Background: an optimization exercise with open tools, aiming at small area, a short achievable clock period and few clock cycles per item. Do not read the settings as production practice.
Only simulation tests tie the RTL to the original design; equivalence was not proved.

Design activation_function_unit, start of the top module:
module activation_function_unit (
	input  wire logic                 clk,
	input  wire logic                 arst_n,
	input  wire logic                 item_valid,
	output logic                      item_stall,
	input  wire logic signed [XW-1:0] x_in,
	input  wire logic                 last_in,
	output logic                      result_valid,
	input  wire logic                 result_stall,
	output logic signed [XW-1:0]      y_out,
	output logic                      last_out,
	input  wire logic                 cfg_valid,
	output logic                      cfg_ready,
	input  wire logic [2:0]           cfg_data
);
Settings: LEC_CHECK=0, ABC_AREA=1, CAP_MARGIN=20, CORE_MARGIN=2, CORE_UTILIZATION=60, CTS_BUF_LIST=sky130_fd_sc_hd__clkbuf_4 sky130_fd_sc_hd__clkbuf_8, SLEW_MARGIN=20, SYNTH_MEMORY_MAX_BITS=20000; clock period 12.0 ns.
run.sh (not shown) runs the stock make flow with config.mk's settings and CLKGATE_MAP_FILE= SYNTH_SCRIPT=/design/flow/synth_recipe.tcl, a recipe that flattens the netlist after the stock synthesis.
Testbench counts at the start, summed over its fixed seeds: cycles 24,024, items 24,000.
Change:
--- a/flow/config.mk
+++ b/flow/config.mk
@@ -10,3 +10,3 @@
 export CORE_MARGIN = 2
-export CORE_UTILIZATION = 60
+export CORE_UTILIZATION = 70
 export CTS_BUF_LIST = sky130_fd_sc_hd__clkbuf_4 sky130_fd_sc_hd__clkbuf_8
Routed wire length goes up by 8.4%.
Setup slack loses 250 ps.
Sequential share of layout area hardly moves.
Die area is lower by 14%.
Fmax fell by 5.7%.
Non-clock buffer count stays the same.
Via count increases by 8.1%.

--- another note on this design; it stands on its own ---

==> v39: inputs <==
// activation_function_unit
module activation_function_unit (
	input  wire logic                 clk,
	input  wire logic                 arst_n,
	input  wire logic                 item_valid,
	output logic                      item_stall,
	input  wire logic signed [XW-1:0] x_in,
	input  wire logic                 last_in,
	output logic                      result_valid,
	input  wire logic                 result_stall,
	output logic signed [XW-1:0]      y_out,
	output logic                      last_out,
	input  wire logic                 cfg_valid,
	output logic                      cfg_ready,
	input  wire logic [2:0]           cfg_data
);
export LEC_CHECK = 0
export ABC_AREA = 1
export CAP_MARGIN = 20
export CORE_MARGIN = 2
export CORE_UTILIZATION = 60
export SLEW_MARGIN = 20
export SYNTH_MEMORY_MAX_BITS = 20000
create_clock -name core_clock -period 12.0 [get_ports {clk}]
standard.sh (not shown) runs the stock make flow with config.mk's settings and CLKGATE_MAP_FILE= SYNTH_SCRIPT=/design/flow/synth_recipe.tcl, a recipe that flattens the netlist after the stock synthesis.
==> flow/flow/run.sh <==
#!/bin/bash
# The standard layout, with repair_timing aiming 8.4 ns below the clock
# period (the setup margin), so that it sizes and buffers the critical
# paths; the design is still laid out and signed off at the design's period
# and constraints.
set -euo pipefail
bash standard.sh SETUP_SLACK_MARGIN=8.4 finish > standard.log 2>&1
==> v23: changes against v39 <==
==> flow/run.sh (new file) <==
#!/bin/bash
# synth_recipe.tcl (not shown) runs the flow's synth.tcl, then flattens the netlist and writes it again
# the make line also repeats each setting of config.mk as NAME=value (left out here)
make -C /OpenROAD-flow-scripts/flow DESIGN_CONFIG=/design/flow/config.mk WORK_HOME=/design/flow/orfs CLKGATE_MAP_FILE= SYNTH_SCRIPT=/design/flow/synth_recipe.tcl finish
removed: flow/flow/run.sh
removed: flow/standard.sh
==> comparison table <==
| quantity | v23 | v39 |
|---|---|---|
| Tightest hold margin | 0.442 ns | 0.437 ns |
| Status | no timing/DRC/antenna violations | no timing/DRC/antenna violations |
| Worst reg2reg setup slack | 7.69 ns | 8.15 ns |
| Gpl congestion | 1.04 | 0.999 |
| Instance area at placement | 12,100 um^2 | 12,200 um^2 |
| CP required | 12.11 ns | 12.09 ns |
| Total met3 wirelength after detailed routing | 2.30 mm | 3.28 mm |
| Final routed wire length divided by cell count | 17.7 um | 19.6 um |
| Fraction of layout instances using a drive strength above 1 | 3.26% | 12.3% |
| Final standard cell area without fillers | 12,400 um^2 | 13,400 um^2 |
| Worst setup slack after placement | 7.27 ns | 7.35 ns |
| Number of DRC markers in iteration 0 | 1,143 | 1,292 |
| Peak per-stage delay on the critical path | 0.46 ns | 0.27 ns |
| Number of buffers added for setup after CTS | 0 | 44 |
| First-pass GRT wire length | 51.5 mm | 55.6 mm |
| Met2 Routed Length | 15.4 mm | 17.8 mm |
| Register share of the cell area | 24.0% | 22.2% |
| Clock insertion delay at the later pin of the skew report | 0.36 ns | 0.35 ns |
| Max Clock Freq | 228 MHz | 252 MHz |
| Wirelength, routed | 32.3 mm | 37.2 mm |
| Slowest stage cell, crit path | sky130_fd_sc_hd__clkdlybuf4s50_1 | sky130_fd_sc_hd__ha_2 |
Testbench counts of v39, summed over its fixed seeds: cycles 24,024, items 24,000.
Testbench counts of v23, summed over its fixed seeds: cycles 24,024, items 24,000.

-- separate check: timing with driven ports --
In the flow no input, the clock included, has a driving cell. The finished layouts below were timed again as built, in two steps. Step 1 assumes that a clkbuf_16 drives the clock port and a buf_2 every other input. Step 2, shift: input delay + t, output delay - t, t = (earliest + latest rising clock arrival at the registers) / 2. This alone moves slack from input paths to output paths. a / b / c = ideal / step 1 / step 2; a / b = the first two.
run | t, ns | setup WS [ns] | hold slack, ns
the first run of note 1 | 0.443 | 7.787 / 7.787 / 7.472 | 0.437 / 0.437 / 0.437
the second run of note 1 | 0.457 | 7.532 / 7.532 / 7.280 | 0.458 / 0.458 / 0.458
v39 | 0.398 | 8.039 / 8.035 / 7.638 | 0.437 / 0.437 / 0.437
v23 | 0.396 | 7.610 / 7.630 / 7.234 | 0.442 / 0.442 / 0.442
After both steps every run listed still meets setup and hold. The setup slack of v39, which loses most, moves by -0.004 ns with the drivers and by -0.401 ns with both steps.
